Source: an optimization exercise on an open RTL-to-GDS flow (aim: small area). Production flows keep margins and buffers that such runs may drop.
Only simulation tests tie the RTL to the original design; equivalence was not proved.
Power is estimated from default activity; no workload was simulated.

[flow/run.sh]
#!/bin/bash
# synth_recipe.tcl (not shown) runs the flow's synth.tcl, then flattens the netlist and writes it again
# the make line also repeats each setting of config.mk as NAME=value (left out here)
make -C /OpenROAD-flow-scripts/flow DESIGN_CONFIG=/design/flow/config.mk WORK_HOME=/design/flow/orfs CLKGATE_MAP_FILE= SYNTH_SCRIPT=/design/flow/synth_recipe.tcl finish
[flow/config.mk]
export PLATFORM = sky130hd
export DESIGN_NAME = id_stage
export DESIGN_NICKNAME = id_stage
export VERILOG_FILES = /design/flow/design.v
export SDC_FILE = /design/flow/constraint.sdc
export NUM_CORES = 4
export LEC_CHECK = 0
export CAP_MARGIN = 20
export CORE_MARGIN = 2
export CORE_UTILIZATION = 40
export SLEW_MARGIN = 20
[flow/constraint.sdc]
create_clock -name core_clock -period 5.0 [get_ports {clock}]
set_input_delay 1.0000 -clock core_clock [delete_from_list [all_inputs] [get_ports {clock}]]
set_output_delay 1.0000 -clock core_clock [all_outputs]
set_load 0.01 [all_outputs]
[flow/design.v]
package rv32_pkg;
	localparam int XLEN      = 32;
	localparam int REG_IDX_W = 5;
	localparam logic [REG_IDX_W-1:0] ZERO_REG = '0;  
	localparam logic [6:0] OPC_LUI    = 7'b0110111;
	localparam logic [6:0] OPC_AUIPC  = 7'b0010111;
	localparam logic [6:0] OPC_JAL    = 7'b1101111;
	localparam logic [6:0] OPC_JALR   = 7'b1100111;
	localparam logic [6:0] OPC_BRANCH = 7'b1100011;
	localparam logic [6:0] OPC_LOAD   = 7'b0000011;
	localparam logic [6:0] OPC_STORE  = 7'b0100011;
	localparam logic [6:0] OPC_OP_IMM = 7'b0010011;
	localparam logic [6:0] OPC_OP     = 7'b0110011;
	localparam logic [6:0] OPC_SYSTEM = 7'b1110011;  
	localparam logic [XLEN-1:0] WFI_WORD = 32'h1050_0073;
	typedef enum logic [1:0] {
		OPA_IS_RS1  = 2'h0,
		OPA_IS_PC   = 2'h1,
		OPA_IS_ZERO = 2'h2
	} alu_opa_sel_t;
	typedef enum logic [2:0] {
		OPB_IS_RS2   = 3'h0,
		OPB_IS_I_IMM = 3'h1,
		OPB_IS_S_IMM = 3'h2,
		OPB_IS_B_IMM = 3'h3,
		OPB_IS_U_IMM = 3'h4,
		OPB_IS_J_IMM = 3'h5
	} alu_opb_sel_t;
	typedef enum logic [3:0] {
		ALU_ADD  = 4'h0,
		ALU_SUB  = 4'h1,
		ALU_SLT  = 4'h2,
		ALU_SLTU = 4'h3,
		ALU_AND  = 4'h4,
		ALU_OR   = 4'h5,
		ALU_XOR  = 4'h6,
		ALU_SLL  = 4'h7,
		ALU_SRL  = 4'h8,
		ALU_SRA  = 4'h9
	} alu_func_t;
	typedef enum logic [3:0] {
		N_FORWARD    = 4'h0,
		MEM_EX_A     = 4'h1,
		MEM_EX_B     = 4'h2,
		WB_EX_A      = 4'h3,
		WB_EX_B      = 4'h4,
		MEM_A_MEM_B  = 4'h5,
		MEM_A_WB_B   = 4'h6,
		MEM_B_WB_A   = 4'h7,
		WB_A_WB_B    = 4'h8,
		WB_EX_A_HALT = 4'h9,
		WB_EX_B_HALT = 4'ha
	} forward_t;
	typedef struct packed {
		logic [6:0] funct7;
		logic [4:0] rs2;
		logic [4:0] rs1;
		logic [2:0] funct3;
		logic [4:0] rd;
		logic [6:0] opcode;
	} r_fmt_t;
	typedef struct packed {
		logic [11:0] imm;
		logic [4:0]  rs1;
		logic [2:0]  funct3;
		logic [4:0]  rd;
		logic [6:0]  opcode;
	} i_fmt_t;
	typedef struct packed {
		logic [6:0] imm_hi;  
		logic [4:0] rs2;
		logic [4:0] rs1;
		logic [2:0] funct3;
		logic [4:0] imm_lo;  
		logic [6:0] opcode;
	} s_fmt_t;
	typedef struct packed {
		logic       imm12;
		logic [5:0] imm10_5;
		logic [4:0] rs2;
		logic [4:0] rs1;
		logic [2:0] funct3;
		logic [3:0] imm4_1;
		logic       imm11;
		logic [6:0] opcode;
	} b_fmt_t;
	typedef struct packed {
		logic [19:0] imm;  
		logic [4:0]  rd;
		logic [6:0]  opcode;
	} u_fmt_t;
	typedef struct packed {
		logic       imm20;
		logic [9:0] imm10_1;
		logic       imm11;
		logic [7:0] imm19_12;
		logic [4:0] rd;
		logic [6:0] opcode;
	} j_fmt_t;
	typedef union packed {
		r_fmt_t r;  
		i_fmt_t i;
		s_fmt_t s;
		b_fmt_t b;
		u_fmt_t u;
		j_fmt_t j;
	} rv32_inst_t;
endpackage
module id_ctrl (
	input  logic                                clock,
	input  logic                                rst_n,
	input  logic                                req,
	output logic                                ack,
	input  rv32_pkg::rv32_inst_t                inst,
	input  rv32_pkg::rv32_inst_t                ex_inst,
	input  rv32_pkg::rv32_inst_t                mem_inst,
	input  logic [rv32_pkg::REG_IDX_W-1:0]      ex_dest,
	input  logic [rv32_pkg::REG_IDX_W-1:0]      mem_dest,
	output rv32_pkg::rv32_inst_t                cur_inst,
	output rv32_pkg::rv32_inst_t                cur_ex_inst,
	output rv32_pkg::rv32_inst_t                cur_mem_inst,
	output logic [rv32_pkg::REG_IDX_W-1:0]      cur_ex_dest,
	output logic [rv32_pkg::REG_IDX_W-1:0]      cur_mem_dest
);
	localparam logic IDLE  = 1'b0;  
	localparam logic ACKED = 1'b1;  
	logic state;
	assign ack = (state == ACKED);
	always_ff @(posedge clock) begin
		if (!rst_n) begin
			state        <= IDLE;
			cur_inst     <= '0;  
			cur_ex_inst  <= '0;
			cur_mem_inst <= '0;
			cur_ex_dest  <= '0;
			cur_mem_dest <= '0;
		end else begin
			case (state)
				IDLE: if (req) begin
					state        <= ACKED;  
					cur_inst     <= inst;
					cur_ex_inst  <= ex_inst;
					cur_mem_inst <= mem_inst;
					cur_ex_dest  <= ex_dest;
					cur_mem_dest <= mem_dest;
				end
				ACKED: if (!req) state <= IDLE;  
			endcase
		end
	end
endmodule
module inst_decoder (
	input  rv32_pkg::rv32_inst_t           cur_inst,
	input  logic                           stall,
	output rv32_pkg::alu_opa_sel_t         opa_sel,
	output rv32_pkg::alu_opb_sel_t         opb_sel,
	output rv32_pkg::alu_func_t            alu_func,
	output logic [rv32_pkg::REG_IDX_W-1:0] dest_idx,
	output logic                           rd_mem,
	output logic                           wr_mem,
	output logic                           cond_branch,
	output logic                           uncond_branch,
	output logic                           halt,
	output logic                           illegal,
	output logic                           valid
);
	logic       wr_rd;   
	logic [2:0] funct3;
	logic [6:0] funct7;
	assign funct3 = cur_inst.r.funct3;
	assign funct7 = cur_inst.r.funct7;
	assign valid  = !illegal;  
	always_comb begin
		opa_sel       = rv32_pkg::OPA_IS_RS1;
		opb_sel       = rv32_pkg::OPB_IS_RS2;
		alu_func      = rv32_pkg::ALU_ADD;
		wr_rd         = 1'b0;
		rd_mem        = 1'b0;
		wr_mem        = 1'b0;
		cond_branch   = 1'b0;
		uncond_branch = 1'b0;
		halt          = 1'b0;
		illegal       = 1'b0;
		if (!stall) begin
			case (cur_inst.r.opcode)
				rv32_pkg::OPC_LUI: begin
					wr_rd   = 1'b1;
					opa_sel = rv32_pkg::OPA_IS_ZERO;  
					opb_sel = rv32_pkg::OPB_IS_U_IMM;
				end
				rv32_pkg::OPC_AUIPC: begin
					wr_rd   = 1'b1;
					opa_sel = rv32_pkg::OPA_IS_PC;
					opb_sel = rv32_pkg::OPB_IS_U_IMM;
				end
				rv32_pkg::OPC_JAL: begin
					wr_rd         = 1'b1;
					opa_sel       = rv32_pkg::OPA_IS_PC;
					opb_sel       = rv32_pkg::OPB_IS_J_IMM;
					uncond_branch = 1'b1;
				end
				rv32_pkg::OPC_JALR: begin
					wr_rd         = 1'b1;
					opb_sel       = rv32_pkg::OPB_IS_I_IMM;  
					uncond_branch = 1'b1;
					illegal       = (funct3 != 3'b000);
				end
				rv32_pkg::OPC_BRANCH: begin
					opa_sel     = rv32_pkg::OPA_IS_PC;  
					opb_sel     = rv32_pkg::OPB_IS_B_IMM;
					cond_branch = 1'b1;
					illegal     = (funct3 == 3'b010) || (funct3 == 3'b011);
				end
				rv32_pkg::OPC_LOAD: begin
					wr_rd   = 1'b1;
					opb_sel = rv32_pkg::OPB_IS_I_IMM;
					rd_mem  = 1'b1;
					illegal = (funct3 == 3'b011) || (funct3 > 3'b101);  
				end
				rv32_pkg::OPC_STORE: begin
					opb_sel = rv32_pkg::OPB_IS_S_IMM;
					wr_mem  = 1'b1;
					illegal = (funct3 > 3'b010);  
				end
				rv32_pkg::OPC_OP_IMM: begin
					wr_rd   = 1'b1;
					opb_sel = rv32_pkg::OPB_IS_I_IMM;
					case (funct3)
						3'b000: alu_func = rv32_pkg::ALU_ADD;
						3'b010: alu_func = rv32_pkg::ALU_SLT;
						3'b011: alu_func = rv32_pkg::ALU_SLTU;
						3'b100: alu_func = rv32_pkg::ALU_XOR;
						3'b110: alu_func = rv32_pkg::ALU_OR;
						3'b111: alu_func = rv32_pkg::ALU_AND;
						3'b001: begin
							alu_func = rv32_pkg::ALU_SLL;
							illegal  = (funct7 != 7'b0000000);  
						end
						default: begin  
							alu_func = funct7[5] ? rv32_pkg::ALU_SRA : rv32_pkg::ALU_SRL;
							illegal  = (funct7 != 7'b0000000) && (funct7 != 7'b0100000);
						end
					endcase
				end
				rv32_pkg::OPC_OP: begin
					wr_rd = 1'b1;
					case ({funct7, funct3})
						10'b0000000_000: alu_func = rv32_pkg::ALU_ADD;
						10'b0100000_000: alu_func = rv32_pkg::ALU_SUB;
						10'b0000000_001: alu_func = rv32_pkg::ALU_SLL;
						10'b0000000_010: alu_func = rv32_pkg::ALU_SLT;
						10'b0000000_011: alu_func = rv32_pkg::ALU_SLTU;
						10'b0000000_100: alu_func = rv32_pkg::ALU_XOR;
						10'b0000000_101: alu_func = rv32_pkg::ALU_SRL;
						10'b0100000_101: alu_func = rv32_pkg::ALU_SRA;
						10'b0000000_110: alu_func = rv32_pkg::ALU_OR;
						10'b0000000_111: alu_func = rv32_pkg::ALU_AND;
						default:         illegal  = 1'b1;  
					endcase
				end
				rv32_pkg::OPC_SYSTEM: begin
					halt    = (cur_inst == rv32_pkg::WFI_WORD);
					illegal = (cur_inst != rv32_pkg::WFI_WORD);  
				end
				7'b0000000: illegal = (cur_inst != '0);  
				default:    illegal = 1'b1;
			endcase
		end
		if (illegal) begin
			opa_sel       = rv32_pkg::OPA_IS_RS1;
			opb_sel       = rv32_pkg::OPB_IS_RS2;
			alu_func      = rv32_pkg::ALU_ADD;
			wr_rd         = 1'b0;
			rd_mem        = 1'b0;
			wr_mem        = 1'b0;
			cond_branch   = 1'b0;
			uncond_branch = 1'b0;
		end
		dest_idx = wr_rd ? cur_inst.r.rd : rv32_pkg::ZERO_REG;
	end
endmodule
module imm_gen (
	input  rv32_pkg::rv32_inst_t      cur_inst,
	input  rv32_pkg::alu_opb_sel_t    opb_sel,
	output logic [rv32_pkg::XLEN-1:0] imm
);
	always_comb begin
		case (opb_sel)
			rv32_pkg::OPB_IS_I_IMM:  
				imm = {{(rv32_pkg::XLEN-12){cur_inst.i.imm[11]}}, cur_inst.i.imm};
			rv32_pkg::OPB_IS_S_IMM:
				imm = {{(rv32_pkg::XLEN-12){cur_inst.s.imm_hi[6]}},
					cur_inst.s.imm_hi, cur_inst.s.imm_lo};
			rv32_pkg::OPB_IS_B_IMM:  
				imm = {{(rv32_pkg::XLEN-12){cur_inst.b.imm12}},
					cur_inst.b.imm11, cur_inst.b.imm10_5, cur_inst.b.imm4_1, 1'b0};
			rv32_pkg::OPB_IS_U_IMM:  
				imm = {cur_inst.u.imm, 12'b0};
			rv32_pkg::OPB_IS_J_IMM:
				imm = {{(rv32_pkg::XLEN-20){cur_inst.j.imm20}},
					cur_inst.j.imm19_12, cur_inst.j.imm11, cur_inst.j.imm10_1, 1'b0};
			default:
				imm = '0;  
		endcase
	end
endmodule
module regfile (
	input  logic                           clock,
	input  logic [rv32_pkg::REG_IDX_W-1:0] rs1_idx,
	input  logic [rv32_pkg::REG_IDX_W-1:0] rs2_idx,
	output logic [rv32_pkg::XLEN-1:0]      rs1_value,
	output logic [rv32_pkg::XLEN-1:0]      rs2_value,
	input  logic                           wb_en,
	input  logic [rv32_pkg::REG_IDX_W-1:0] wb_idx,
	input  logic [rv32_pkg::XLEN-1:0]      wb_data
);
	localparam int DEPTH = 2 ** rv32_pkg::REG_IDX_W;
	logic [rv32_pkg::XLEN-1:0] regs [DEPTH];  
	assign rs1_value = (rs1_idx == rv32_pkg::ZERO_REG) ? '0 : regs[rs1_idx];
	assign rs2_value = (rs2_idx == rv32_pkg::ZERO_REG) ? '0 : regs[rs2_idx];
	always_ff @(posedge clock) begin
		if (wb_en && (wb_idx != rv32_pkg::ZERO_REG)) begin
			regs[wb_idx] <= wb_data;
		end
	end
endmodule
module hazard_unit (
	input  rv32_pkg::rv32_inst_t           cur_inst,
	input  rv32_pkg::rv32_inst_t           cur_ex_inst,
	input  rv32_pkg::rv32_inst_t           cur_mem_inst,
	input  logic [rv32_pkg::REG_IDX_W-1:0] cur_ex_dest,
	input  logic [rv32_pkg::REG_IDX_W-1:0] cur_mem_dest,
	output rv32_pkg::forward_t             forward,
	output logic                           stall
);
	function automatic logic is_read_only(input logic [6:0] opcode);
		is_read_only = ((opcode == rv32_pkg::OPC_BRANCH) || (opcode == rv32_pkg::OPC_JAL) ||
			(opcode == rv32_pkg::OPC_JALR) || (opcode == rv32_pkg::OPC_STORE));
	endfunction
	logic ex_live, mem_live;   
	logic ex_load;
	logic ex_rs1, ex_rs2;      
	logic mem_rs1, mem_rs2;    
	assign ex_live  = !is_read_only(cur_ex_inst.r.opcode) && (cur_ex_dest != rv32_pkg::ZERO_REG);
	assign mem_live = !is_read_only(cur_mem_inst.r.opcode) &&
		(cur_mem_dest != rv32_pkg::ZERO_REG);
	assign ex_load  = (cur_ex_inst.r.opcode == rv32_pkg::OPC_LOAD);
	assign ex_rs1  = ex_live && (cur_ex_dest == cur_inst.r.rs1);
	assign ex_rs2  = ex_live && (cur_ex_dest == cur_inst.r.rs2);
	assign mem_rs1 = mem_live && (cur_mem_dest == cur_inst.r.rs1);
	assign mem_rs2 = mem_live && (cur_mem_dest == cur_inst.r.rs2);
	always_comb begin
		stall = 1'b0;
		if (ex_load) begin
			if (ex_rs1) begin
				stall   = 1'b1;
				forward = rv32_pkg::WB_EX_A_HALT;
			end else if (ex_rs2) begin
				stall   = 1'b1;
				forward = rv32_pkg::WB_EX_B_HALT;
			end else if (mem_rs1 && mem_rs2) forward = rv32_pkg::WB_A_WB_B;
			else if (mem_rs1)                forward = rv32_pkg::WB_EX_A;
			else if (mem_rs2)                forward = rv32_pkg::WB_EX_B;
			else                             forward = rv32_pkg::N_FORWARD;
		end else begin
			if (ex_rs1 && ex_rs2)        forward = rv32_pkg::MEM_A_MEM_B;
			else if (ex_rs1 && mem_rs2)  forward = rv32_pkg::MEM_A_WB_B;
			else if (ex_rs2 && mem_rs1)  forward = rv32_pkg::MEM_B_WB_A;
			else if (mem_rs1 && mem_rs2) forward = rv32_pkg::WB_A_WB_B;
			else if (ex_rs1)             forward = rv32_pkg::MEM_EX_A;
			else if (ex_rs2)             forward = rv32_pkg::MEM_EX_B;
			else if (mem_rs1)            forward = rv32_pkg::WB_EX_A;
			else if (mem_rs2)            forward = rv32_pkg::WB_EX_B;
			else                         forward = rv32_pkg::N_FORWARD;
		end
	end
endmodule
module id_stage (
	input  logic                          clock,
	input  logic                          rst_n,
	input  logic                          req,
	output logic                          ack,
	input  logic [31:0]                   inst,
	input  logic [31:0]                   ex_inst,
	input  logic [4:0]                    ex_dest,
	input  logic [31:0]                   mem_inst,
	input  logic [4:0]                    mem_dest,
	input  logic                          wb_en,
	input  logic [4:0]                    wb_idx,
	input  logic [31:0]                   wb_data,
	output logic [1:0]                    opa_sel,
	output logic [2:0]                    opb_sel,
	output logic [3:0]                    alu_func,
	output logic [4:0]                    dest_idx,
	output logic                          rd_mem,
	output logic                          wr_mem,
	output logic                          cond_branch,
	output logic                          uncond_branch,
	output logic                          halt,
	output logic                          illegal,
	output logic                          valid,
	output logic [31:0]                   rs1_value,
	output logic [31:0]                   rs2_value,
	output logic [31:0]                   imm,
	output logic [3:0]                    forward,
	output logic                          stall
);
	rv32_pkg::rv32_inst_t           cur_inst;      
	rv32_pkg::rv32_inst_t           cur_ex_inst;   
	rv32_pkg::rv32_inst_t           cur_mem_inst;
	logic [4:0]                     cur_ex_dest;
	logic [4:0]                     cur_mem_dest;
	id_ctrl ctrl_0 (
		.clock, .rst_n, .req, .ack,
		.inst(inst), .ex_inst(ex_inst), .mem_inst(mem_inst), .ex_dest, .mem_dest,
		.cur_inst, .cur_ex_inst, .cur_mem_inst, .cur_ex_dest, .cur_mem_dest
	);
	hazard_unit hazard_0 (
		.cur_inst, .cur_ex_inst, .cur_mem_inst, .cur_ex_dest, .cur_mem_dest,
		.forward(forward), .stall
	);
	inst_decoder decoder_0 (
		.cur_inst, .stall,
		.opa_sel(opa_sel), .opb_sel(opb_sel), .alu_func(alu_func), .dest_idx,
		.rd_mem, .wr_mem, .cond_branch, .uncond_branch,
		.halt, .illegal, .valid
	);
	imm_gen imm_0 (.cur_inst, .opb_sel(rv32_pkg::alu_opb_sel_t'(opb_sel)), .imm);
	regfile regf_0 (
		.clock,
		.rs1_idx   (cur_inst.r.rs1),
		.rs2_idx   (cur_inst.r.rs2),
		.rs1_value,
		.rs2_value,
		.wb_en, .wb_idx, .wb_data
	);
endmodule
==> results of run 1 <==
power breakdown:
group	total (mW)	leakage, nW	internal (mW)	switching [mW]
Sequential	10.3	9.81	10.1	0.152
Clock	8.64	1.85	4.97	3.67
Combinational	2.13	6.60	1.07	1.06
Total	21.1	18.3	16.2	4.89
registers in the layout (all words and copies together) (netlist names), named ones only:
register / flops
regf_0.regs: 1024
ctrl_0.cur_inst: 32
ctrl_0.cur_ex_inst: 7
ctrl_0.cur_mem_inst: 7
ctrl_0.cur_ex_dest: 5
ctrl_0.cur_mem_dest: 5
ctrl_0.state: 1
cells by family after synthesis:
logic type             after synthesis  synth area share, %
XOR/XNOR                            22                0.380
multiplexers                       706                 29.8
buffers and inverters              206                 1.56
other                                1              0.00740
AND/OR/NAND/NOR                    356                 3.23
flip-flops                        1091                 63.4
AO/OA/AOI/OAI                      120                 1.70
worst max path at each step:
stage,to,slack [ns],depth (start not counted)
3_3_place_gp,imm[16],0.45,8
4_1_cts,imm[17],0.01,9
5_1_grt,imm[29],-0.04,9
6_report,imm[22],0.05,9
3_5_place_dp,imm[15],0.44,8
2_1_floorplan,imm[12],1.34,9
area by class of cell:
cell class / instances / share of cell area, %
Timing Repair Buffer: 343 / 5.93
Clock inverter: 71 / 1.25
Inverter: 7 / 0.0439
Tap cell: 1650 / 3.45
Clock buffer: 144 / 5.12
Multi-Input combinational cell: 1236 / 30.5
Antenna cell: 2 / 0.00837
Sequential cell: 1091 / 53.7
cells in the final DEF, fill, tap and decap left out, drive strengths merged, types with 12 or more instances in the layout:
cell           synthesis  routed
xnor2                 13      13
nor3                  15      15
nand3                 12      12
nor2                 125     125
conb                   1      32
bufinv                 0      12
nand2                134     134
clkdlybuf4s50          0     198
dfxtp                 67      67
a21o                  19      19
buf                   70     127
clkinv                 0      49
a21boi                58      58
mux2i                 66      66
mux4                 640     640
and2                  16      16
clkbuf               129     144
inv                    7      12
edfxtp              1024    1024
repair_timing:
action	4_1_cts	5_1_grt
buffers inserted	5	1
resized for setup	21	23
cloned	0	1
endpoints found under the setup margin	37	34
pin swaps	3	2
through the flow:
stage / total power [mW] / hold WS, ns
3_5_place_dp: 12.6 / 0.462
5_1_grt: 21.7 / 0.491
4_1_cts: 21.2 / 0.471
3_3_place_gp: 12.6 / 0.449
6_report: 21.1 / 0.469
2_1_floorplan: 11.7 / 0.438
per-layer routing:
layer  vias to the layer above  global-route usage, %  routed length (µm)
li1                      11300                      -                   -
met1                     15000                   29.5               58000
met2                      1250                   37.9               73700
met3                       235                   4.23               10500
met4                         6                   6.41                3790
met5                         -                      0                  45
worst max-delay path: stages (launching register included):
cell,delay [ns]
dfxtp_4,0.38
or4_4,0.54
or4_4,0.45
nand2_1,0.09
o21ai_1,0.10
or4_4,0.61
nor3_4,0.23
buf_4,0.20
a21o_1,0.09
clkdlybuf4s50_1,0.54
==> run_results.csv, run 1 <==
group,metric,value,unit
status,status,"finished clean",
yosys,synth_cell_types,59,
sta,fmax,202,MHz
sta,fin_setup_tns,0,ns
placed_design,place_ws,0.436,ns
power,cellLeakagePower,18.3,nW
floorplanning,core_area,126000,µm²
worst_hold_path,hold_path_startpoint,"ctrl_0.cur_mem_inst[6]",
layout,drive_above_1_share,34.9,%
yosys,synth_area,50700,µm²
cts,ctsHoldBuffers,0,
worst_setup_path,r2r_cells,4,
cts,clock-root-buffer,"clkbuf_16",
yosys,async_flop_share,0,%
worst_setup_path,endpoint_kind,"output pin",
sta,slew_viol_final,0,
yosys,yosys-top-cells-count,"1024 x edfxtp_1, 640 x mux4_2, 134 x nand2_1",
layout,fillers,10400,
detailed_routing,drc,0,
cts,cts_sinks,1091,
floorplanning,die_h,360,µm
detailed_routing,vias,27800,
placed_design,dp_cells,4320,
layout,final_core_util,47.6,%
floorplanning,dieArea,129000,µm²
yosys,ys_warn_count,5,
sta,hold_violations,0,
cts,clkLatencyLatePin,0.71,ns
yosys,syn_avg_cell_area,20.2,µm²
global_route,grt_pass1_wl,209000,µm
cts,clkTransAtPathRegs,0.06,ns
layout,finalInstanceArea,59800,µm²
worst_setup_path,worst_ep_arrival_time,3.95,ns
global_route,antenna_found_initial,6,
detailed_routing,ant_nets,0,
cts,cts_buffers,116,
yosys,synth_top_area_share,60.7,%
yosys,ys_dominant_reg_cell,"edfxtp_1",
detailed_routing,wl_per_cell,32.1,µm
placed_design,port_buffers,219,
yosys,synth.area.top_cells,"edfxtp_1 61%, mux4_2 28%, dfxtp_1 2.6%",
detailed_routing,routed_wl,146000,µm
sta,relSlewSlack,28.4,%
worst_setup_path,crit_type,"flip-flop to output pin",
floorplanning,initial_core_util,40.3,%
global_route,grt_max_degree,63,
cts,cts_tree,"done",
yosys,synth_seq_area_share,63.4,%
worst_setup_path,cp.required,4.00,ns
yosys,syn_inst,2502,
layout,seq_area,32100,µm²
detailed_routing,via_per_inst,6.11,
layout,area_growth_syn_to_layout,18.1,%
layout,instances_no_fill,4544,
worst_setup_path,worstPathMaxFanout,12,
floorplanning,rows,130,
yosys,synth_seq_cells,1091,
run,drv_cap,0,
placed_design,dpl_cell_area,55800,µm²
worst_hold_path,hold_path.class,"flip-flop to flip-flop",
yosys,synth_area_leader_cell,"edfxtp_1",
worst_setup_path,worstReg2RegStart,"ctrl_0.state",
sta,worstMarginPinSlew,1.07,ns
sta,timing.final.ws_setup,0.0451,ns
yosys,synth_most_common_cell,"edfxtp_1",
cts,htreeDepth,3,
worst_setup_path,r2r_setup_slack,3.01,ns
layout,multi_input_area,18200,µm²
power,powerDensity,352,nW/µm²
global_route,grt_pass1_vias,29200,
sta,clock_skew,0.0274,ns
placed_design,dp_hpwl,81800,µm
layout,fin_nets,2942,
sta,finalCritPeriodShare,99.1,%
global_route,grt_usage,22.4,%
worst_hold_path,worstHoldPathCells,2,
floorplanning,die_x,360,µm
worst_setup_path,crit_path_start_kind,"flip-flop",
sta,setup_violations,0,
floorplanning,io_pins,270,
placed_design,gp_congestion,0.884,
sta,period_needed,4.95,ns
detailed_routing,drt_iter0_markers,3132,
worst_hold_path,hold_end,"ctrl_0.cur_mem_inst[6]",
global_route,gr-total-overflow,0,
cts,ctsLongestPathBuffers,3,
sta,rsz0062_at_grt,"yes",
yosys,synth_edf_count,1024,
power,vdd_drop_max,0.303,mV
detailed_routing,first_pass_iters,5,
worst_setup_path,cp-startpoint,"ctrl_0.cur_inst[2]",
==> inputs of run 2 (changes only) <==
--- a/flow/design.v
+++ b/flow/design.v
@@ -107,46 +107,41 @@
 	} rv32_inst_t;
 endpackage
 module id_ctrl (
-	input  logic                                clock,
-	input  logic                                rst_n,
-	input  logic                                req,
-	output logic                                ack,
-	input  rv32_pkg::rv32_inst_t                inst,
-	input  rv32_pkg::rv32_inst_t                ex_inst,
-	input  rv32_pkg::rv32_inst_t                mem_inst,
-	input  logic [rv32_pkg::REG_IDX_W-1:0]      ex_dest,
-	input  logic [rv32_pkg::REG_IDX_W-1:0]      mem_dest,
-	output rv32_pkg::rv32_inst_t                cur_inst,
-	output rv32_pkg::rv32_inst_t                cur_ex_inst,
-	output rv32_pkg::rv32_inst_t                cur_mem_inst,
-	output logic [rv32_pkg::REG_IDX_W-1:0]      cur_ex_dest,
-	output logic [rv32_pkg::REG_IDX_W-1:0]      cur_mem_dest
+	input  logic clock,
+	input  logic rst_n,
+	input  logic req,
+	output logic ack,
+	output logic ld,    
+	output logic hold   
 );
-	localparam logic IDLE  = 1'b0;  
-	localparam logic ACKED = 1'b1;  
-	logic state;
-	assign ack = (state == ACKED);
 	always_ff @(posedge clock) begin
-		if (!rst_n) begin
-			state        <= IDLE;
-			cur_inst     <= '0;  
-			cur_ex_inst  <= '0;
-			cur_mem_inst <= '0;
-			cur_ex_dest  <= '0;
-			cur_mem_dest <= '0;
-		end else begin
-			case (state)
-				IDLE: if (req) begin
-					state        <= ACKED;  
-					cur_inst     <= inst;
-					cur_ex_inst  <= ex_inst;
-					cur_mem_inst <= mem_inst;
-					cur_ex_dest  <= ex_dest;
-					cur_mem_dest <= mem_dest;
-				end
-				ACKED: if (!req) state <= IDLE;  
-			endcase
-		end
+		ack <= rst_n & req;
+	end
+	assign ld   = !ack;
+	assign hold = ack;
+endmodule
+module hold_bit (
+	input  logic clock,
+	input  logic ld,
+	input  logic hold,
+	input  logic d,
+	output logic q
+);
+	always_ff @(posedge clock) begin
+		q <= (ld & d) | (hold & q);
+	end
+endmodule
+module hold_word #(
+	parameter int W = 32
+) (
+	input  logic         clock,
+	input  logic         ld,
+	input  logic         hold,
+	input  logic [W-1:0] d,
+	output logic [W-1:0] q
+);
+	for (genvar b = 0; b < W; b++) begin : g_bit
+		hold_bit bit_0 (.clock, .ld, .hold, .d(d[b]), .q(q[b]));
 	end
 endmodule
 module inst_decoder (
@@ -315,14 +310,48 @@
 	input  logic [rv32_pkg::XLEN-1:0]      wb_data
 );
 	localparam int DEPTH = 2 ** rv32_pkg::REG_IDX_W;
-	logic [rv32_pkg::XLEN-1:0] regs [DEPTH];  
-	assign rs1_value = (rs1_idx == rv32_pkg::ZERO_REG) ? '0 : regs[rs1_idx];
-	assign rs2_value = (rs2_idx == rv32_pkg::ZERO_REG) ? '0 : regs[rs2_idx];
-	always_ff @(posedge clock) begin
-		if (wb_en && (wb_idx != rv32_pkg::ZERO_REG)) begin
-			regs[wb_idx] <= wb_data;
+	localparam int XLEN  = rv32_pkg::XLEN;
+	logic [DEPTH-1:1] we, nwe;     
+	logic [DEPTH-1:1] sel1, sel2;  
+	logic [XLEN-1:0]  regs [DEPTH-1:1];
+	logic [DEPTH-1:1] col [XLEN];   
+	for (genvar r = 1; r < DEPTH; r++) begin : g_row
+		assign we[r]   = wb_en && (wb_idx == r);
+		assign nwe[r]  = !we[r];
+		assign sel1[r] = (rs1_idx == r);
+		assign sel2[r] = (rs2_idx == r);
+		hold_word #(.W(XLEN)) row_0 (.clock, .ld(we[r]), .hold(nwe[r]), .d(wb_data), .q(regs[r]));
+		for (genvar b = 0; b < XLEN; b++) begin : g_col
+			assign col[b][r] = regs[r][b];
 		end
 	end
+	for (genvar b = 0; b < XLEN; b++) begin : g_rd
+		rd_bit rd1_0 (.sel(sel1), .d(col[b]), .y(rs1_value[b]));
+		rd_bit rd2_0 (.sel(sel2), .d(col[b]), .y(rs2_value[b]));
+	end
+endmodule
+module rd_bit (
+	input  logic [31:1] sel,
+	input  logic [31:1] d,
+	output logic        y
+);
+	logic [10:0] grp_n;  
+	for (genvar g = 0; g < 10; g++) begin : g_grp
+		aoi222 aoi_0 (
+			.a0(sel[3*g+1]), .b0(d[3*g+1]),
+			.a1(sel[3*g+2]), .b1(d[3*g+2]),
+			.a2(sel[3*g+3]), .b2(d[3*g+3]),
+			.y(grp_n[g])
+		);
+	end
+	assign grp_n[10] = !(sel[31] & d[31]);
+	assign y = !(&grp_n);
+endmodule
+module aoi222 (
+	input  logic a0, b0, a1, b1, a2, b2,
+	output logic y
+);
+	assign y = !((a0 & b0) | (a1 & b1) | (a2 & b2));
 endmodule
 module hazard_unit (
 	input  rv32_pkg::rv32_inst_t           cur_inst,
@@ -405,20 +434,19 @@
 	output logic [3:0]                    forward,
 	output logic                          stall
 );
-	rv32_pkg::rv32_inst_t           cur_inst;      
-	rv32_pkg::rv32_inst_t           cur_ex_inst;   
-	rv32_pkg::rv32_inst_t           cur_mem_inst;
-	logic [4:0]                     cur_ex_dest;
-	logic [4:0]                     cur_mem_dest;
-	id_ctrl ctrl_0 (
-		.clock, .rst_n, .req, .ack,
-		.inst(inst), .ex_inst(ex_inst), .mem_inst(mem_inst), .ex_dest, .mem_dest,
-		.cur_inst, .cur_ex_inst, .cur_mem_inst, .cur_ex_dest, .cur_mem_dest
-	);
+	rv32_pkg::rv32_inst_t cur_inst;   
+	logic [3:0]           fwd_in;     
+	logic                 stall_in;
+	logic                 ld, hold;   
+	id_ctrl ctrl_0 (.clock, .rst_n, .req, .ack, .ld, .hold);
 	hazard_unit hazard_0 (
-		.cur_inst, .cur_ex_inst, .cur_mem_inst, .cur_ex_dest, .cur_mem_dest,
-		.forward(forward), .stall
+		.cur_inst(inst), .cur_ex_inst(ex_inst), .cur_mem_inst(mem_inst),
+		.cur_ex_dest(ex_dest), .cur_mem_dest(mem_dest),
+		.forward(fwd_in), .stall(stall_in)
 	);
+	hold_word #(.W(32)) inst_q (.clock, .ld, .hold, .d(inst), .q(cur_inst));
+	hold_word #(.W(4))  fwd_q  (.clock, .ld, .hold, .d(fwd_in), .q(forward));
+	assign stall = forward[3] & (forward[1] | forward[0]);
 	inst_decoder decoder_0 (
 		.cur_inst, .stall,
 		.opa_sel(opa_sel), .opb_sel(opb_sel), .alu_func(alu_func), .dest_idx,
--- a/flow/config.mk
+++ b/flow/config.mk
@@ -8,4 +8,6 @@
 export CAP_MARGIN = 20
 export CORE_MARGIN = 2
 export CORE_UTILIZATION = 40
+export CTS_BUF_LIST = sky130_fd_sc_hd__clkbuf_8
 export SLEW_MARGIN = 20
+export SYNTH_HIERARCHICAL = 1
==> run 2 against run 1 <==
The layout now fails its checks (setup timing); combinational power is 62% higher; area after synthesis is 20% lower; final area is 15% lower; cell count is 19% higher; clock-buffer cell count is 74 higher; critical path depth is 1 lower; critical path type unchanged.
==> run_results.csv, run 2 <==
group,metric,value,unit
status,status,"failed layout checks",
status,so_faults,"setup timing",
layout,largest_reg_flops,992,
worst_setup_path,worstPathMaxFanout,32,
power,p_clk_share,34.5,%
detailed_routing,drt_iter0_markers,10100,
sta,timing.final.ws_setup,-0.0223,ns
layout,multi_input_area,20500,µm²
yosys,ys_warn_count,15,
power,seq_power_share,50.0,%
yosys,syn_inst,3371,
cts,clock-root-buffer,"clkbuf_8",
worst_setup_path,endpoint_kind,"output pin",
layout,biggestRegsByFlops,"regf_0.g_row.row_0.g_bit.bit_0.q: 992 flops, inst_q.g_bit.bit_0.q: 32 flops, fwd_q.g_bit.bit_0.q: 4 flops",
power,p_comb_share,15.5,%
worst_setup_path,cp_num_cells,8,
global_route,grt_pass1_vias,39000,
layout,layout_commonest_cell,"a22o_1",
floorplanning,die_x,322,µm
sta,fin_setup_tns,-0.0328,ns
sta,hold_violations,0,
sta,period_needed,5.02,ns
power,internal_power,15.7,mW
layout,area_growth_syn_to_layout,26.0,%
floorplanning,core_area,100000,µm²
sta,fmax,199,MHz
global_route,gr-total-overflow,0,
detailed_routing,drc,0,
cts,ctsHoldBuffers,0,
sta,worstMarginPinSlew,1.33,ns
worst_hold_path,worstHoldPathCells,1,
layout,fin_nets,4107,
placed_design,port_buffers,219,
floorplanning,dieArea,103000,µm²
worst_setup_path,cp_num_buf_inv,3,
detailed_routing,wl_per_cell,36.7,µm
cts,cts_buffers,171,
floorplanning,rows,116,
cts,htreeDepth,4,
detailed_routing,ant_nets,0,
yosys,syn_avg_cell_area,12.0,µm²
sta,setup_violations,2,
worst_hold_path,hold_path.class,"flip-flop to flip-flop",
global_route,grt_usage,36.6,%
cts,clkTransAtPathRegs,0.06,ns
power,vdd_drop_max,0.259,mV
layout,drive_above_1_share,16.2,%
layout,top_register,"regf_0.g_row.row_0.g_bit.bit_0.q",
worst_setup_path,cp.required,4.00,ns
cts,clkLatencyLatePin,0.88,ns
worst_setup_path,crit_type,"flip-flop to output pin",
floorplanning,die_h,322,µm
power,powerDensity,437,nW/µm²
worst_setup_path,crit_chain,"buf_4, or3_4, nor2_4, buf_6, a222oi_1, nand4_1, a2111o_1, clkdlybuf4s50_1",
global_route,grt_max_degree,39,
detailed_routing,routed_wl,198000,µm
power,cellLeakagePower,20.7,nW
layout,final_core_util,50.8,%
yosys,synth_area,40300,µm²
cts,cts_tree,"done",
layout,seq_area,20600,µm²
worst_setup_path,cp_slowest_cell,"clkdlybuf4s50_1",
detailed_routing,vias,41400,
cts,cts_sinks,1029,
sta,finalCritPeriodShare,100,%
global_route,antenna_found_initial,18,
power,switching_share,29.5,%
power,p_sw,6.55,mW
sta,slew_viol_final,0,
floorplanning,io_pins,270,
sta,rsz0062_at_grt,"yes",
detailed_routing,first_pass_iters,13,
worst_setup_path,r2r_cells,4,
placed_design,dp_hpwl,114000,µm
placed_design,gp_congestion,0.955,
layout,fillers,8883,
worst_setup_path,path_delay_family,"compound AO/OA/AOI/OAI gates",
worst_setup_path,worst_ep_arrival_time,4.02,ns
detailed_routing,via_per_inst,7.68,
sta,relSlewSlack,11.0,%
sta,clock_skew,0.0145,ns
cts,ctsLongestPathBuffers,3,
worst_setup_path,crit_path_start_kind,"flip-flop",
run,drv_cap,0,
layout,final_cell_mix,"1032 x a22o_1, 1015 x dfxtp_1, 640 x a222oi_1",
worst_setup_path,cpPeakStageDelay,0.56,ns
global_route,grt_pass1_wl,278000,µm
floorplanning,initial_core_util,40.3,%
run 2: path summary, 6_finish.rpt:
kind	start	slack [ns]	endpoint
min	fwd_q.g_bit[2].bit_0.q	0.48	fwd_q.g_bit[2].bit_0.q
min reg2reg	fwd_q.g_bit[2].bit_0.q	0.48	fwd_q.g_bit[2].bit_0.q
max	inst_q.g_bit[23].bit_0.q	-0.02	rs2_value[2]
max reg2reg	ctrl_0.ack	3.55	inst_q.g_bit[26].bit_0.q
run 2: metrics by stage:
stage	power (mW)	setup slack [ns]	hold slack (ns)	area, µm²	std cells
6_report	22.2	-0.0223	0.483	50800	5393
5_1_grt	22.9	-0.0399	0.496	50800	5393
4_1_cts	22.0	-0.0206	0.482	50600	5370
3_5_place_dp	14.4	0.376	0.461	46700	5043
3_3_place_gp	14.3	0.415	0.453	46700	5043
2_1_floorplan	12.8	1.08	0.449	40300	3371
run 2: power groups by stage:
stage | registers, mW | clock network, mW | logic, mW
after global placement | 11.1 | 0 | 3.21
final | 11.1 | 7.66 | 3.44
after floorplan | 10.9 | 0 | 1.90
after detailed placement | 11.1 | 0 | 3.28
after CTS | 11.0 | 7.68 | 3.32
after global routing | 11.3 | 8.06 | 3.60
run 2: layout make-up:
cell class	instances	share of cell area (%)
diodes	6	0.0295
well taps	1298	3.20
repair buffers	442	8.96
clock buffers	218	5.90
multi-input cells	2309	40.3
flip-flops and latches	1029	40.6
clock inverters	84	0.931
inverters	7	0.0517
run 2: repair_timing:
item                                   4_1_cts  5_1_grt
gates cloned                                 4        0
pin swaps                                   24       38
endpoints found under the hold margin        0        0
buffers inserted                            22       17
setup endpoints to repair                   93       59
resized for setup                           82       33
run 2: metal layers:
layer  part of all wire, %  GRT usage [%]  vias up
li1                      -              -    16800
met1                    38           47.3    20200
met2                    41           52.0     3675
met3                    16           14.9      735
met4                   5.3           19.0       23
met5                  0.10          0.520        -
==> inputs of run 3 (changes only) <==
--- a/flow/design.v
+++ b/flow/design.v
@@ -335,23 +335,7 @@
 	input  logic [31:1] d,
 	output logic        y
 );
-	logic [10:0] grp_n;  
-	for (genvar g = 0; g < 10; g++) begin : g_grp
-		aoi222 aoi_0 (
-			.a0(sel[3*g+1]), .b0(d[3*g+1]),
-			.a1(sel[3*g+2]), .b1(d[3*g+2]),
-			.a2(sel[3*g+3]), .b2(d[3*g+3]),
-			.y(grp_n[g])
-		);
-	end
-	assign grp_n[10] = !(sel[31] & d[31]);
-	assign y = !(&grp_n);
-endmodule
-module aoi222 (
-	input  logic a0, b0, a1, b1, a2, b2,
-	output logic y
-);
-	assign y = !((a0 & b0) | (a1 & b1) | (a2 & b2));
+	assign y = |(sel & d);
 endmodule
 module hazard_unit (
 	input  rv32_pkg::rv32_inst_t           cur_inst,
--- a/flow/config.mk
+++ b/flow/config.mk
@@ -8,6 +8,5 @@
 export CAP_MARGIN = 20
 export CORE_MARGIN = 2
 export CORE_UTILIZATION = 40
-export CTS_BUF_LIST = sky130_fd_sc_hd__clkbuf_8
 export SLEW_MARGIN = 20
 export SYNTH_HIERARCHICAL = 1
==> run 3 against run 2 <==
Now clean on timing, DRC and antenna; critical path type unchanged; largest cell class is now multi-input gates; sequential cell count unchanged; critical path depth is 1 lower; core utilization shrank 0.48 points; first-iteration DRC count is 34% lower.
==> run_results.csv, run 3 <==
group,metric,value,unit
worst_setup_path,worst_ep_arrival_time,3.95,ns
layout,largest_reg_flops,992,
layout,layout_commonest_cell,"a22o_1",
layout,fillers,9293,
status,status,"finished clean",
cts,clkTransAtPathRegs,0.06,ns
worst_setup_path,worstPathMaxFanout,17,
sta,period_needed,4.95,ns
sta,worstMarginPinSlew,1.31,ns
cts,cts_buffers,111,
placed_design,gp_congestion,0.932,
power,cellLeakagePower,20.7,nW
global_route,grt_pass1_vias,38600,
sta,relSlewSlack,12.6,%
sta,fin_setup_tns,0,ns
layout,top_register,"regf_0.g_row.row_0.g_bit.bit_0.q",
layout,final_cell_mix,"1096 x a22o_1, 1023 x dfxtp_1, 768 x a22oi_1",
detailed_routing,drt_iter0_markers,6652,
cts,ctsHoldBuffers,0,
global_route,grt_max_degree,39,
yosys,syn_inst,3755,
detailed_routing,vias,41900,
worst_hold_path,hold_path.class,"flip-flop to flip-flop",
sta,finalCritPeriodShare,99.0,%
detailed_routing,drc,0,
power,vdd_drop_max,0.317,mV
worst_setup_path,r2r_setup_slack,3.50,ns
layout,area_growth_syn_to_layout,24.3,%
power,powerDensity,439,nW/µm²
global_route,grt_pass1_wl,278000,µm
detailed_routing,via_per_inst,7.29,
global_route,antenna_found_initial,16,
worst_setup_path,cp.required,4.00,ns
yosys,synth_area,42000,µm²
cts,cts_sinks,1029,
worst_setup_path,endpoint_kind,"output pin",
sta,hold_violations,0,
detailed_routing,ant_nets,0,
placed_design,port_buffers,219,
sta,fmax,202,MHz
cts,clock-root-buffer,"clkbuf_16",
global_route,grt_usage,35.0,%
layout,drive_above_1_share,14.0,%
sta,timing.final.ws_setup,0.0491,ns
worst_setup_path,crit_path_start_kind,"flip-flop",
yosys,ys_warn_count,15,
cts,cts_tree,"done",
detailed_routing,routed_wl,198000,µm
sta,clock_skew,0.0100,ns
cts,ctsLongestPathBuffers,3,
floorplanning,dieArea,108000,µm²
detailed_routing,wl_per_cell,34.4,µm
floorplanning,die_h,328,µm
floorplanning,core_area,104000,µm²
global_route,gr-total-overflow,0,
worst_setup_path,crit_type,"flip-flop to output pin",
floorplanning,io_pins,270,
layout,fin_nets,4421,
run,drv_cap,0,
floorplanning,initial_core_util,40.5,%
floorplanning,die_x,328,µm
layout,biggestRegsByFlops,"regf_0.g_row.row_0.g_bit.bit_0.q: 992 flops, inst_q.g_bit.bit_0.q: 32 flops, fwd_q.g_bit.bit_0.q: 4 flops",
sta,rsz0062_at_grt,"yes",
cts,htreeDepth,3,
detailed_routing,first_pass_iters,10,
sta,setup_violations,0,
sta,slew_viol_final,0,
layout,final_core_util,50.3,%
placed_design,place_ws,0.405,ns
cts,clkLatencyLatePin,0.70,ns
floorplanning,rows,118,
placed_design,dp_hpwl,119000,µm
yosys,syn_avg_cell_area,11.2,µm²
-- run 3: worst max-delay path: stages, from the launching register on --
cell             delay [ns]
dfxtp_1                0.50
or3b_4                 0.49
nor2_4                 0.62
buf_4                  0.37
a221oi_2               0.11
nand3_1                0.34
or4_1                  0.23
clkdlybuf4s50_1        0.55
-- run 3: stage by stage --
stage | std cells | area [µm²] | hold slack (ns) | power (mW)
4_1_cts | 5730 | 52100 | 0.478 | 22.8
2_1_floorplan | 3755 | 42000 | 0.449 | 12.8
3_3_place_gp | 5530 | 48300 | 0.459 | 14.3
5_1_grt | 5746 | 52200 | 0.491 | 23.7
3_5_place_dp | 5531 | 48300 | 0.461 | 14.4
6_report | 5749 | 52200 | 0.474 | 22.9
-- run 3: worst paths after layout --
path | startpoint | end | depth (start not counted)
max reg2reg | ctrl_0.ack | fwd_q.g_bit[0].bit_0.q | 4
min reg2reg | fwd_q.g_bit[2].bit_0.q | fwd_q.g_bit[2].bit_0.q | 1
min | fwd_q.g_bit[2].bit_0.q | fwd_q.g_bit[2].bit_0.q | 1
max | inst_q.g_bit[22].bit_0.q | rs2_value[9] | 7
-- run 3: cell type report --
type / instances / area, µm² / area share (%)
sequential: 1029 / 20600 / 39.4
inverter: 7 / 26.3 / 0.0503
tap: 1380 / 1730 / 3.31
antenna: 11 / 27.5 / 0.0527
multi-input combinational: 2689 / 21900 / 42.0
clock inverter: 36 / 497 / 0.951
timing repair buffer: 436 / 4200 / 8.04
clock buffer: 161 / 3240 / 6.19
-- run 3: timing repair --
| action | in CTS | in global routing |
|---|---|---|
| pin swaps | 2 | 5 |
| resized for setup | 14 | 8 |
| setup endpoints to repair | 49 | 41 |
| buffers inserted | 2 | 8 |
-- run 3: power by group --
group          internal (mW)  switching, mW  leakage, nW
clock network           5.03           3.51         1.84
registers               9.81           1.34         8.57
logic                   1.72           1.53         10.3
-- run 3: routing by layer --
layer	GRT usage, %	wire length (µm)	vias to the layer above	share of wire [%]
met3	11.5	26500	658	13
met1	46.1	76900	20500	39
met5	0.976	214	-	0.11
li1	-	-	17400	-
met4	19.2	11600	12	5.9
met2	50.2	82600	3288	42
==> inputs of run 4 (changes only) <==
--- a/flow/design.v
+++ b/flow/design.v
@@ -335,7 +335,23 @@
 	input  logic [31:1] d,
 	output logic        y
 );
-	assign y = |(sel & d);
+	logic [10:0] grp_n;  
+	for (genvar g = 0; g < 10; g++) begin : g_grp
+		aoi222 aoi_0 (
+			.a0(sel[3*g+1]), .b0(d[3*g+1]),
+			.a1(sel[3*g+2]), .b1(d[3*g+2]),
+			.a2(sel[3*g+3]), .b2(d[3*g+3]),
+			.y(grp_n[g])
+		);
+	end
+	assign grp_n[10] = !(sel[31] & d[31]);
+	assign y = !(&grp_n);
+endmodule
+module aoi222 (
+	input  logic a0, b0, a1, b1, a2, b2,
+	output logic y
+);
+	assign y = !((a0 & b0) | (a1 & b1) | (a2 & b2));
 endmodule
 module hazard_unit (
 	input  rv32_pkg::rv32_inst_t           cur_inst,
==> flow/flow/run.sh (new file) <==
#!/bin/bash
# The standard layout (standard synthesis, floorplan, power grid,
# placement, CTS, routing) with two knobs changed:
#  - ports are buffered with the smallest buffer instead of a delay cell
#  - CTS does not add dummy loads
# make's full output goes to flow_make.log; each ORFS step keeps its own
# log under orfs/logs/.
set -euo pipefail
cd "$(dirname "${BASH_SOURCE[0]}")/.."
bash standard.sh \
	"BUFFER_PORTS_ARGS=-buffer_cell sky130_fd_sc_hd__buf_1" \
	"CTS_ARGS=-sink_clustering_enable -repair_clock_nets -dont_use_dummy_load" \
	finish > flow_make.log 2>&1
==> flow/standard.sh (new file) <==
#!/bin/bash
# synth_recipe.tcl (not shown) runs the flow's synth.tcl, then flattens the netlist and writes it again
# the make line also repeats each setting of config.mk as NAME=value (left out here)
make -C /OpenROAD-flow-scripts/flow DESIGN_CONFIG=/design/flow/config.mk WORK_HOME=/design/flow/orfs CLKGATE_MAP_FILE= SYNTH_SCRIPT=/design/flow/synth_recipe.tcl "${@:-finish}"
--- a/flow/config.mk
+++ b/flow/config.mk
@@ -7,6 +7,6 @@
 export LEC_CHECK = 0
 export CAP_MARGIN = 20
 export CORE_MARGIN = 2
-export CORE_UTILIZATION = 40
+export CORE_UTILIZATION = 55
 export SLEW_MARGIN = 20
 export SYNTH_HIERARCHICAL = 1
removed: flow/run.sh
==> run 4 against run 3 <==
Now fails the layout checks on setup timing; clock-buffer cell count is 58 lower; maximum frequency is 3.1% lower; register-to-register slack worse by 0.09 ns; first-iteration DRC count is 74% higher; core utilization is 14 points higher; via count is 0.55% higher; non-clock buffer count is 53 lower; critical path type unchanged; largest cell class is now flip-flops and latches; highest routed layer unchanged.
==> run_results.csv, run 4 <==
group,metric,value,unit
worst_setup_path,worstReg2RegStart,"ctrl_0.ack",
sta,rsz0062_at_grt,"no",
placed_design,port_buffers,219,
cts,ctsHoldBuffers,0,
layout,seq_area,20600,µm²
detailed_routing,via_per_inst,8.80,
placed_design,place_ws,0.609,ns
cts,cts_sinks,1029,
detailed_routing,wl_per_cell,40.3,µm
worst_setup_path,r2r-end,"inst_q.g_bit[2].bit_0.q",
status,status,"failed layout checks",
worst_setup_path,endpoint_kind,"output pin",
cts,clkTransAtPathRegs,0.06,ns
global_route,grt_pass1_wl,273000,µm
status,so_faults,"setup timing",
worst_setup_path,worst_ep_arrival_time,4.11,ns
detailed_routing,drt_iter0_markers,11600,
cts,clkLatencyLatePin,0.64,ns
floorplanning,rows,99,
placed_design,dp_hpwl,114000,µm
power,cellLeakagePower,18.8,nW
sta,worstMarginPinSlew,1.34,ns
worst_setup_path,cp.required,4.00,ns
sta,finalCritPeriodShare,102,%
global_route,grt_pass1_vias,40300,
floorplanning,die_h,275,µm
cts,htreeDepth,3,
power,finalPower,21.0,mW
cts,cts_tree,"done",
layout,top_register,"regf_0.g_row.row_0.g_bit.bit_0.q",
yosys,ys_warn_count,15,
power,vdd_drop_max,0.432,mV
sta,hold_violations,0,
detailed_routing,routed_wl,193000,µm
worst_setup_path,worstPathMaxFanout,32,
floorplanning,initial_core_util,55.4,%
global_route,grt_max_degree,39,
detailed_routing,first_pass_iters,17,
cts,cts_buffers,103,
detailed_routing,ant_nets,0,
sta,timing.final.ws_setup,-0.111,ns
worst_setup_path,crit_path_start_kind,"flip-flop",
global_route,grt_usage,48.8,%
cts,clock-root-buffer,"clkbuf_16",
worst_setup_path,cp-startpoint,"inst_q.g_bit[22].bit_0.q",
floorplanning,die_x,275,µm
power,powerDensity,446,nW/µm²
global_route,antenna_found_initial,13,
layout,fin_nets,3977,
worst_hold_path,hold_path.class,"flip-flop to flip-flop",
layout,final_cell_mix,"1032 x a22o_1, 1029 x dfxtp_1, 640 x a222oi_1",
sta,period_needed,5.11,ns
worst_setup_path,r2r_setup_slack,3.41,ns
sta,setup_violations,11,
layout,drive_above_1_share,10.7,%
sta,relSlewSlack,10.2,%
yosys,syn_inst,3371,
detailed_routing,vias,42200,
layout,layout_commonest_cell,"a22o_1",
sta,slew_viol_final,0,
worst_hold_path,hold_path_startpoint,"fwd_q.g_bit[2].bit_0.q",
worst_setup_path,endpoint,"rs2_value[30]",
cts,ctsLongestPathBuffers,3,
layout,biggestRegsByFlops,"regf_0.g_row.row_0.g_bit.bit_0.q: 992 flops, inst_q.g_bit.bit_0.q: 32 flops, fwd_q.g_bit.bit_0.q: 4 flops",
worst_setup_path,r2r_cells,3,
floorplanning,io_pins,270,
global_route,gr-total-overflow,0,
floorplanning,dieArea,75500,µm²
run,drv_cap,0,
layout,area_growth_syn_to_layout,16.9,%
yosys,syn_avg_cell_area,12.0,µm²
sta,fmax,196,MHz
floorplanning,core_area,72800,µm²
layout,largest_reg_flops,992,
layout,multi_input_area,20300,µm²
sta,clock_skew,0.0130,ns
placed_design,gp_congestion,0.972,
layout,instances_no_fill,4793,
yosys,synth_area,40300,µm²
worst_setup_path,crit_type,"flip-flop to output pin",
detailed_routing,drc,0,
placed_design,dp_cells,4673,
layout,fillers,5717,
## run 4: worst min path at each step
stage	to	slack, ns	cells after the start
4_1_cts	fwd_q.g_bit[2].bit_0.q	0.49	1
3_3_place_gp	fwd_q.g_bit[2].bit_0.q	0.46	1
5_1_grt	regf_0.g_row[5].row_0.g_bit[11].bit_0.q	0.50	1
3_5_place_dp	fwd_q.g_bit[2].bit_0.q	0.47	1
6_report	fwd_q.g_bit[2].bit_0.q	0.48	1
2_1_floorplan	inst_q.g_bit[3].bit_0.q	0.45	1
## run 4: per-layer routing
| layer | track usage, % | part of all wire, % |
|---|---|---|
| met5 | 0 | 0.042 |
| met4 | 35.2 | 8.5 |
| met3 | 20.7 | 17 |
| met2 | 69.5 | 41 |
| met1 | 58.9 | 34 |
## run 4: power breakdown
| part | leakage, nW | switching [mW] | internal (mW) | total (mW) |
|---|---|---|---|---|
| Clock | 1.27 | 3.08 | 3.59 | 6.67 |
| Sequential | 8.57 | 1.35 | 9.81 | 11.2 |
| Combinational | 8.98 | 1.72 | 1.48 | 3.20 |
| Total | 18.8 | 6.15 | 14.9 | 21.0 |
## run 4: area by class of cell
type	count	area share, %
well taps	959	2.54
multi-input cells	2306	43.0
diodes	6	0.0318
clock buffers	103	5.47
inverters	7	0.0557
repair buffers	383	5.20
flip-flops and latches	1029	43.7
## run 4: critical path: stages (launching register included)
cell and delay, ns:
dfxtp_1 0.68, nand3_1 0.46, nor2_4 1.13, a222oi_1 0.25
nand4_1 0.46, a2111o_1 0.28, buf_1 0.20
## run 4: per-stage QoR
step	cell area [µm²]	hold WS, ns	utilization (%)	setup TNS (ns)
floorplan	40300	0.449	-	0
global placement	44100	0.462	60.5	0
detailed placement	44300	0.468	60.8	0
CTS	46900	0.487	64.3	0
global route	47100	0.504	64.7	0
finish	47200	0.479	64.7	-0.553
## run 4: repair_timing
item,in CTS,in global routing
pin swaps,0,1
resized for setup,2,6
buffers inserted,0,0
cloned,0,1
endpoints found under the setup margin,11,32
==> inputs of run 5 (changes only) <==
--- a/flow/config.mk
+++ b/flow/config.mk
@@ -7,6 +7,6 @@
 export LEC_CHECK = 0
 export CAP_MARGIN = 20
 export CORE_MARGIN = 2
-export CORE_UTILIZATION = 55
+export CORE_UTILIZATION = 40
 export SLEW_MARGIN = 20
 export SYNTH_HIERARCHICAL = 1
==> run 5 against run 4 <==
Non-clock buffer count shrank 3; largest power group unchanged; the run now finishes clean; maximum frequency rose by 2.5%; wire length up 0.99%; global-route usage is 13 points lower.
==> run_results.csv, run 5 <==
group,metric,value,unit
worst_setup_path,crit_chain,"or3b_1, nor2_4, a222oi_1, nand4_1, a2111o_1, buf_1",
worst_setup_path,worstPathMaxFanout,23,
power,vdd_drop_max,0.253,mV
floorplanning,initial_core_util,40.3,%
worst_setup_path,cp_slowest_cell,"nor2_4",
layout,biggestRegsByFlops,"regf_0.g_row.row_0.g_bit.bit_0.q: 992 flops, inst_q.g_bit.bit_0.q: 32 flops, fwd_q.g_bit.bit_0.q: 4 flops",
power,p_sw,6.08,mW
layout,instances_no_fill,5133,
sta,fin_setup_tns,0,ns
sta,rsz0062_at_grt,"no",
worst_setup_path,crit_type,"flip-flop to output pin",
global_route,antenna_found_initial,19,
detailed_routing,ant_nets,0,
power,internal_power,15.1,mW
sta,slew_viol_final,0,
sta,relSlewSlack,11.9,%
global_route,gr-total-overflow,0,
floorplanning,core_area,100000,µm²
worst_setup_path,r2r_cells,3,
placed_design,port_buffers,219,
layout,fin_nets,3980,
layout,top_register,"regf_0.g_row.row_0.g_bit.bit_0.q",
worst_setup_path,r2r_setup_slack,3.46,ns
floorplanning,dieArea,103000,µm²
detailed_routing,routed_wl,195000,µm
power,p_comb_share,14.7,%
power,cellLeakagePower,19.0,nW
status,status,"finished clean",
layout,layout_commonest_cell,"a22o_1",
global_route,grt_max_degree,39,
detailed_routing,via_per_inst,7.94,
global_route,grt_pass1_vias,37700,
sta,finalCritPeriodShare,99.8,%
cts,clock-root-buffer,"clkbuf_16",
floorplanning,die_h,322,µm
power,seq_power_share,52.4,%
worst_setup_path,cp.required,4.00,ns
yosys,syn_avg_cell_area,12.0,µm²
placed_design,dp_cells,5013,
layout,largest_reg_flops,992,
sta,clock_skew,0.0226,ns
sta,worstMarginPinSlew,1.32,ns
sta,hold_violations,0,
worst_hold_path,hold_path.class,"flip-flop to flip-flop",
cts,ctsLongestPathBuffers,3,
yosys,synth_area,40300,µm²
cts,cts_sinks,1029,
placed_design,dp_hpwl,116000,µm
cts,htreeDepth,3,
power,powerDensity,444,nW/µm²
sta,period_needed,4.99,ns
global_route,grt_usage,35.9,%
detailed_routing,drt_iter0_markers,9447,
detailed_routing,first_pass_iters,13,
floorplanning,io_pins,270,
worst_setup_path,cpPeakStageDelay,0.84,ns
cts,clkLatencyLatePin,0.70,ns
detailed_routing,wl_per_cell,38.0,µm
placed_design,gp_congestion,0.979,
sta,timing.final.ws_setup,0.0121,ns
worst_setup_path,crit_path_start_kind,"flip-flop",
floorplanning,die_x,322,µm
detailed_routing,drc,0,
layout,final_cell_mix,"1032 x a22o_1, 1027 x dfxtp_1, 640 x a222oi_1",
sta,setup_violations,0,
cts,cts_tree,"done",
detailed_routing,vias,40800,
cts,ctsHoldBuffers,0,
cts,cts_buffers,110,
layout,fillers,8985,
floorplanning,rows,116,
cts,clkTransAtPathRegs,0.06,ns
layout,area_growth_syn_to_layout,18.5,%
worst_hold_path,worstHoldPathCells,1,
worst_setup_path,worst_ep_arrival_time,3.99,ns
worst_setup_path,endpoint_kind,"output pin",
sta,fmax,200,MHz
run,drv_cap,0,
layout,drive_above_1_share,11.5,%
power,p_clk_share,32.9,%
global_route,grt_pass1_wl,273000,µm
yosys,syn_inst,3371,
placed_design,place_ws,0.687,ns
power,switching_share,28.7,%
yosys,ys_warn_count,15,
## run 5: cell count changes in the layout (fill, tap and decap cells not counted), moves of 6 or more
cell,previous run,this run
buf_1,215,209
nand2_1,107,82
nand2_2,1,21
clkbuf_16,103,110
clkbuf_2,4,10
## run 5: final cells by class
type                    count  area [µm²]  share of cell area (%)
diodes                      4        10.0                  0.0209
flip-flops and latches   1029       20600                    43.1
well taps                1298        1620                    3.40
inverters                   7        26.3                  0.0550
repair buffers            380        2400                    5.02
multi-input cells        2305       20400                    42.6
clock buffers             110        2750                    5.76
## run 5: what timing repair did
item / in CTS / in global routing
setup endpoints to repair: 11 / 46
hold endpoints to repair: 0 / 0
resized for setup: 2 / 5
gates cloned: 0 / 0
buffers inserted: 0 / 1
pin swaps: 0 / 2
## run 5: worst paths after layout
kind / startpoint / end
worst max-delay path: inst_q.g_bit[22].bit_0.q / rs2_value[28]
worst min-delay path: fwd_q.g_bit[2].bit_0.q / fwd_q.g_bit[2].bit_0.q
worst max register to register: ctrl_0.ack / inst_q.g_bit[17].bit_0.q
worst min register to register: fwd_q.g_bit[2].bit_0.q / fwd_q.g_bit[2].bit_0.q
## run 5: metal layers
layer / track usage, % / wire length, µm / part of all wire [%]
met5: 1.89 / 393 / 0.20
met2: 50.9 / 79100 / 41
met4: 18.3 / 11200 / 5.7
met1: 47.2 / 73600 / 38
met3: 13.5 / 30700 / 16
## run 5: power groups by stage
stage / Sequential (mW) / Clock (mW) / Combinational (mW)
after CTS: 11.0 / 7.00 / 3.00
after floorplan: 10.9 / 0 / 1.90
after detailed placement: 11.2 / 0 / 3.00
final: 11.1 / 6.97 / 3.12
after global routing: 11.3 / 7.31 / 3.26
after global placement: 11.1 / 0 / 2.91
## run 5: critical path, delay by kind of cell (launching register included)
kind            cells  cell delay, ns
buf+inv             1            0.19
flops               1            0.66
compound gates      2            0.60
simple gates        3            1.83
## run 5: stage by stage
step | utilization [%] | total power, mW | hold WS, ns | instance area [µm²]
final | 47.8 | 21.2 | 0.478 | 47800
after global routing | 47.8 | 21.8 | 0.487 | 47800
after CTS | 47.6 | 21.0 | 0.473 | 47600
after detailed placement | 44.8 | 14.1 | 0.455 | 44800
after global placement | 44.7 | 14.1 | 0.456 | 44700
after floorplan | - | 12.8 | 0.449 | 40300

what the ideal ports hide:
How much do the figures lean on ideal ports? The routed layouts below were timed once more, with nothing changed but the port constraints. Step 1 (the two cells are an assumption about what drives the block):
set clk [get_ports {clock}]
set_driving_cell -lib_cell sky130_fd_sc_hd__clkbuf_16 $clk
set_driving_cell -lib_cell sky130_fd_sc_hd__buf_2 [delete_from_list [all_inputs] $clk]
Step 2 also shifts input and output timing later by t, the mid clock arrival at the registers, as if the neighbouring blocks saw the same clock. Three values: no drivers, after step 1, after step 2; two values: the first two.
| run | t, ns | setup slack, ns | latest minus earliest clock arrival (ns) |
|---|---|---|---|
| run 1 | 0.781 | 0.045 / -0.033 / 0.748 | 0.037 / 0.036 |
| run 2 | 0.939 | -0.022 / -0.093 / 0.846 | 0.049 / 0.049 |
| run 3 | 0.776 | 0.049 / -0.027 / 0.749 | 0.023 / 0.023 |
| run 4 | 0.732 | -0.111 / -0.188 / 0.544 | 0.079 / 0.080 |
| run 5 | 0.756 | 0.012 / -0.058 / 0.698 | 0.050 / 0.050 |
